From an optimization exercise on the open Yosys and OpenROAD flow, aimed at a short achievable clock period and few clock cycles; shortcuts taken in it are not production practice. RTL that was checked went through simulation tests only; none was proved equivalent to the original. Power is estimated from default activity; no workload was simulated.

## bounded_priority_queue_fifo_tiebreak
module bounded_priority_queue_fifo_tiebreak #(
   parameter int QUEUE_DEPTH    = 16,
   parameter int VALUE_WIDTH    = 32,
   parameter int PRIORITY_WIDTH = 8
) (
   input  logic                                     clock,
   input  logic                                     reset,
   input  logic                                     req_valid,
   output logic                                     req_ready,
   input  logic                                     req_opcode,
   input  logic signed [bpq_pkg::FIELD_VALUE_W-1:0] req_in_value,
   input  logic        [bpq_pkg::FIELD_PRIO_W-1:0]  req_in_priority,
   output logic                                     rsp_valid,
   input  logic                                     rsp_ready,
   output logic        [bpq_pkg::STATUS_W-1:0]      rsp_status,
   output logic signed [bpq_pkg::FIELD_VALUE_W-1:0] rsp_out_value,
   output logic        [bpq_pkg::FIELD_PRIO_W-1:0]  rsp_out_priority,
   output logic        [bpq_pkg::FILL_W-1:0]        rsp_fill_count
);
Size in the first run: ~5000 cells after synthesis, about 94 I/O pins, ~46000 um2 of cells after synthesis.
Settings: LEC_CHECK=0, ABC_CLOCK_PERIOD_IN_PS=1500, CAP_MARGIN=20, CORE_MARGIN=2, CORE_UTILIZATION=50, SETUP_SLACK_MARGIN=3.3, SLEW_MARGIN=20; clock period 5.0 ns.
run.sh (not shown) runs the stock make flow with config.mk's settings and CLKGATE_MAP_FILE= SYNTH_SCRIPT=/design/flow/synth_recipe.tcl, a recipe that flattens the netlist after the stock synthesis.
The baseline finished with timing, DRC and antenna clean.
Rerun with:
- ABC_CLOCK_PERIOD_IN_PS: 1500 -> 1000
- CORE_UTILIZATION: 50 -> 55
- SETUP_SLACK_MARGIN: 3.3 -> 3.5
After rerunning: Global-route usage grows by 1.9 points. Count of clock-buffer cells in the layout shrinks by 17. Hold slack barely changes. Die area went down by a little under a tenth. Setup slack gets worse by 46 ps.
No functional check of the RTL was part of any run of this note.

========
The RTL this note starts from:
==> flow/design.v <==
package bpq_pkg;
   localparam int FIELD_VALUE_W = 32;
   localparam int FIELD_PRIO_W  = 8;
   localparam int STATUS_W      = 2;
   localparam int FILL_W        = 5;
   localparam logic OP_PUSH = 1'b0;
   localparam logic OP_POP  = 1'b1;
   localparam logic [STATUS_W-1:0] STATUS_OK    = 2'd0;
   localparam logic [STATUS_W-1:0] STATUS_FULL  = 2'd1;
   localparam logic [STATUS_W-1:0] STATUS_EMPTY = 2'd2;
   typedef struct packed {
      logic accept;
      logic scan_issue;
      logic scan_end;
      logic shift_wr;
      logic finish_pop;
      logic emit;
   } cmd_type;
   typedef struct packed {
      logic req_pop;
      logic full;
      logic empty;
      logic scan_last;
      logic shift_done;
      logic out_free;
   } stat_type;
endpackage
module bounded_priority_queue_fifo_tiebreak #(
   parameter int QUEUE_DEPTH    = 16,
   parameter int VALUE_WIDTH    = 32,
   parameter int PRIORITY_WIDTH = 8
) (
   input  logic                                     clock,
   input  logic                                     reset,
   input  logic                                     req_valid,
   output logic                                     req_ready,
   input  logic                                     req_opcode,
   input  logic signed [bpq_pkg::FIELD_VALUE_W-1:0] req_in_value,
   input  logic        [bpq_pkg::FIELD_PRIO_W-1:0]  req_in_priority,
   output logic                                     rsp_valid,
   input  logic                                     rsp_ready,
   output logic        [bpq_pkg::STATUS_W-1:0]      rsp_status,
   output logic signed [bpq_pkg::FIELD_VALUE_W-1:0] rsp_out_value,
   output logic        [bpq_pkg::FIELD_PRIO_W-1:0]  rsp_out_priority,
   output logic        [bpq_pkg::FILL_W-1:0]        rsp_fill_count
);
   localparam int D     = QUEUE_DEPTH;
   localparam int VW    = bpq_pkg::FIELD_VALUE_W;
   localparam int PW    = bpq_pkg::FIELD_PRIO_W;
   localparam int SW    = bpq_pkg::STATUS_W;
   localparam int FW    = bpq_pkg::FILL_W;
   localparam int RW    = SW + VW + PW + FW;    
   localparam int NBUF  = 3;                    
   logic rdy;
   logic acc;
   assign acc = req_valid & rdy;
   logic          a_v;
   logic          a_op;
   logic          a_rd;      
   logic [VW-1:0] a_val;
   logic [PW-1:0] a_pri;
   logic [D-1:0]  a_g;       
   logic          a_g_b;     
   logic          a_g_a;     
   logic [VW-1:0] b_val;
   logic [PW-1:0] b_pri;
   logic [D-1:0]  m_new, m_prev, m_keep;    
   logic [D-1:0]  p_new, p_prev, p_keep;
   logic [D-1:0][VW-1:0] q_val;
   logic [D-1:0][PW-1:0] q_pri;
   logic [D-1:0]         q_v;
   logic [D:0]           fill_oh;
   logic [FW-1:0]        fill_push, fill_pop;
   logic [D:0]           k_fill_oh;    
   logic [D-1:0] g;
   always_comb begin
      for (int i = 0; i < D; i++) begin
         g[i] = q_v[i] & (q_pri[i] >= req_in_priority);
      end
   end
   always_ff @(posedge clock) begin
      a_op  <= req_opcode;
      a_rd  <= req_opcode & req_valid & ~k_fill_oh[0];
      a_val <= req_in_value;
      a_pri <= req_in_priority;
      a_g   <= g;
      a_g_b <= (b_pri >= req_in_priority);
      a_g_a <= (a_pri >= req_in_priority);
      if (reset) a_v <= 1'b0;
      else       a_v <= acc;
   end
   logic [D-1:0][VW-1:0] n_val;
   logic [D-1:0][PW-1:0] n_pri;
   logic [D-1:0]         n_v;
   logic [D-1:0]         m_next;
   always_comb begin
      for (int i = 0; i < D; i++) begin
         m_next[i] = ~(m_new[i] | m_prev[i] | m_keep[i]);
         n_val[i] = ({VW{m_keep[i]}} & q_val[i]) | ({VW{m_new[i]}} & b_val);
         n_pri[i] = ({PW{m_keep[i]}} & q_pri[i]) | ({PW{m_new[i]}} & b_pri);
         n_v[i]   = (m_keep[i] & q_v[i]) | m_new[i];
         if (i < D - 1) begin
            n_val[i] = n_val[i] | ({VW{m_next[i]}} & q_val[i+1]);
            n_pri[i] = n_pri[i] | ({PW{m_next[i]}} & q_pri[i+1]);
            n_v[i]   = n_v[i]   | (m_next[i] & q_v[i+1]);
         end
         if (i > 0) begin
            n_val[i] = n_val[i] | ({VW{m_prev[i]}} & q_val[i-1]);
            n_pri[i] = n_pri[i] | ({PW{m_prev[i]}} & q_pri[i-1]);
            n_v[i]   = n_v[i]   | (m_prev[i] & q_v[i-1]);
         end
      end
   end
   logic [D-1:0] g1, ge;
   logic [D-1:0] p_next;
   logic         a_push, a_pop;
   logic [D-1:0] d_new, d_prev, d_keep;
   always_comb begin
      for (int i = 0; i < D; i++) begin
         p_next[i] = ~(p_new[i] | p_prev[i] | p_keep[i]);
         g1[i] = (p_keep[i] & a_g[i]) | (p_new[i] & a_g_b);
         if (i < D - 1) g1[i] = g1[i] | (p_next[i] & a_g[i+1]);
         if (i > 0)     g1[i] = g1[i] | (p_prev[i] & a_g[i-1]);
      end
      for (int i = 0; i < D; i++) begin
         ge[i] = (m_keep[i] & g1[i]) | (m_new[i] & a_g_a);
         if (i < D - 1) ge[i] = ge[i] | (m_next[i] & g1[i+1]);
         if (i > 0)     ge[i] = ge[i] | (m_prev[i] & g1[i-1]);
      end
      a_push = a_v & (a_op == bpq_pkg::OP_PUSH) & ~fill_oh[D];
      a_pop  = a_v & (a_op == bpq_pkg::OP_POP)  & ~fill_oh[0];
      for (int i = 0; i < D; i++) begin
         if (i == 0) begin
            d_new[i]  = a_push & ~ge[0];
            d_prev[i] = 1'b0;
         end else begin
            d_new[i]  = a_push & ~ge[i] &  ge[i-1];
            d_prev[i] = a_push & ~ge[i] & ~ge[i-1];
         end
         d_keep[i] = ~(a_pop | (a_push & ~ge[i]));
      end
   end
   always_ff @(posedge clock) begin
      b_val <= a_val;
      b_pri <= a_pri;
      q_val <= n_val;
      q_pri <= n_pri;
      if (reset) begin
         m_new  <= '0;
         m_prev <= '0;
         m_keep <= '1;
         p_new  <= '0;
         p_prev <= '0;
         p_keep <= '1;
         q_v    <= '0;
      end else begin
         m_new  <= d_new;
         m_prev <= d_prev;
         m_keep <= d_keep;
         p_new  <= m_new;
         p_prev <= m_prev;
         p_keep <= m_keep;
         q_v    <= n_v;
      end
   end
   logic [D:0]       r_fill_oh;
   logic [FW-1:0]    k_fill_push, k_fill_pop;
   logic [SW-1:0]    r_status;
   logic [VW-1:0]    r_val;
   logic [PW-1:0]    r_pri;
   logic [FW-1:0]    r_fill;
   logic [RW-1:0]    r_all;
   always_comb begin
      r_val     = {VW{a_rd}} & n_val[0];
      r_pri     = {PW{a_rd}} & n_pri[0];
      r_fill_oh = fill_oh;
      if (a_op == bpq_pkg::OP_PUSH) begin
         r_status = fill_oh[D] ? bpq_pkg::STATUS_FULL : bpq_pkg::STATUS_OK;
         if (!fill_oh[D]) r_fill_oh = {fill_oh[D-1:0], 1'b0};
      end else begin
         r_status = fill_oh[0] ? bpq_pkg::STATUS_EMPTY : bpq_pkg::STATUS_OK;
         if (!fill_oh[0]) r_fill_oh = {1'b0, fill_oh[D:1]};
      end
      r_fill = (a_op == bpq_pkg::OP_PUSH) ? fill_push : fill_pop;
      r_all  = {r_status, r_val, r_pri, r_fill};
      k_fill_oh   = a_v ? r_fill_oh : fill_oh;
      k_fill_push = FW'(D);
      k_fill_pop  = '0;
      for (int k = 0; k < D; k++) begin
         k_fill_push = k_fill_oh[k]   ? FW'(k + 1) : k_fill_push;
         k_fill_pop  = k_fill_oh[k+1] ? FW'(k)     : k_fill_pop;
      end
   end
   logic [NBUF-1:0][RW-1:0] f_data;
   logic [1:0]              f_wr, f_rd, f_rd1;
   logic [1:0]              f_cnt;
   logic                    take;
   logic [RW-1:0]           o_stay, o_step;
   logic [RW-1:0]           o_data;
   logic                    o_v;
   logic [2:0]              held;
   logic                    rdy_in;
   assign take  = o_v & rsp_ready;
   assign f_rd1 = (f_rd == 2'(NBUF - 1)) ? 2'd0 : f_rd + 2'd1;
   assign o_stay = (f_cnt == 2'd0) ? r_all : f_data[f_rd];
   assign o_step = (f_cnt == 2'd1) ? r_all : f_data[f_rd1];
   always_ff @(posedge clock) begin
      if (a_v) f_data[f_wr] <= r_all;
      o_data <= take ? o_step : o_stay;
      if (reset) begin
         fill_oh <= (D+1)'(1);
         fill_push <= FW'(1);
         fill_pop  <= '0;
         f_wr  <= 2'd0;
         f_rd  <= 2'd0;
         f_cnt <= 2'd0;
         o_v   <= 1'b0;
      end else begin
         fill_oh   <= k_fill_oh;
         fill_push <= k_fill_push;
         fill_pop  <= k_fill_pop;
         if (a_v)  f_wr <= (f_wr == 2'(NBUF - 1)) ? 2'd0 : f_wr + 2'd1;
         if (take) f_rd <= f_rd1;
         f_cnt <= f_cnt + 2'(a_v) - 2'(take);
         o_v   <= (f_cnt != 2'd0 && !(f_cnt == 2'd1 && take)) | a_v;
      end
   end
   assign held = 3'(a_v) + 3'(f_cnt);
   always_comb begin
      case (held)
         3'd0, 3'd1: rdy_in = 1'b1;
         3'd2:       rdy_in = ~acc | take;
         3'd3:       rdy_in = ~acc & take;
         default:    rdy_in = 1'b0;
      endcase
   end
   always_ff @(posedge clock) begin
      if (reset) rdy <= 1'b1;
      else       rdy <= rdy_in;
   end
   assign req_ready        = rdy;
   assign rsp_valid        = o_v;
   assign rsp_status       = o_data[RW-1 -: SW];
   assign rsp_out_value    = o_data[VW+PW+FW-1 -: VW];
   assign rsp_out_priority = o_data[PW+FW-1 -: PW];
   assign rsp_fill_count   = o_data[FW-1:0];
endmodule
==> flow/config.mk <==
export PLATFORM = sky130hd
export DESIGN_NAME = bounded_priority_queue_fifo_tiebreak
export DESIGN_NICKNAME = bounded_priority_queue_fifo_tiebreak
export VERILOG_FILES = /design/flow/design.v
export SDC_FILE = /design/flow/constraint.sdc
export NUM_CORES = 4
export LEC_CHECK = 0
export ABC_CLOCK_PERIOD_IN_PS = 1500
export CAP_MARGIN = 20
export CORE_MARGIN = 2
export CORE_UTILIZATION = 50
export CTS_CLUSTER_DIAMETER = 80
export CTS_CLUSTER_SIZE = 22
export SETUP_SLACK_MARGIN = 3.3
export SLEW_MARGIN = 20
==> flow/constraint.sdc <==
create_clock -name core_clock -period 5.0 [get_ports {clock}]
set_input_delay 1.0000 -clock core_clock [delete_from_list [all_inputs] [get_ports {clock}]]
set_output_delay 1.0000 -clock core_clock [all_outputs]
set_load 0.01 [all_outputs]
The baseline passed the timing, design-rule and antenna checks.
Testbench counts at the start, summed over its fixed seeds: cycles 24,016.
==> next run, changes <==
CORE_UTILIZATION = 45   (was 50)
CTS_CLUSTER_DIAMETER = 70   (was 80)
CTS_CLUSTER_SIZE = 25   (was 22)
PLACE_DENSITY = 0.7   (was not set)
Result: Sequential cell count does not change. Final area came out lower by 1.2%. Non-clock buffer count came out lower by 13. Sequential power is about the same. Area after synthesis does not change. Synthesized cell count does not change. Core utilization came out lower by 6.9 points. Register-to-register slack gets worse by 60 ps. Power came out higher by about 1.1%. Combinational power came out lower by about 3%. Via count came out higher by 0.58%.

what the ideal ports hide:
How much do the figures lean on ideal ports? The routed layouts below were timed once more, with nothing changed but the port constraints.
Step 1, drivers: a clkbuf_16 drives clock and a buf_2 each remaining input, both assumed.
Step 2, shift: input delay + t, output delay - t, t = (earliest + latest rising clock arrival at the registers) / 2. This alone moves slack from input paths to output paths.
Slacks: ideal ports / drivers / drivers and shift; pairs: ideal ports / drivers.
run | shift t [ns] | setup slack, ns | worst hold slack (ns) | worst setup path at the end
the first run of note 1 | 0.762 | 2.796 / 2.753 / 2.320 | 0.322 / 0.322 / 0.322 | input to register
the second run of note 1 | 0.749 | 2.750 / 2.750 / 2.274 | 0.323 / 0.323 / 0.323 | input to register
the first run of note 2 | 0.752 | 2.811 / 2.749 / 2.417 | 0.326 / 0.326 / 0.326 | input to register
the second run of note 2 | 0.752 | 2.803 / 2.730 / 2.358 | 0.323 / 0.323 / 0.323 | input to register
After both steps setup and hold are still met in every run listed.
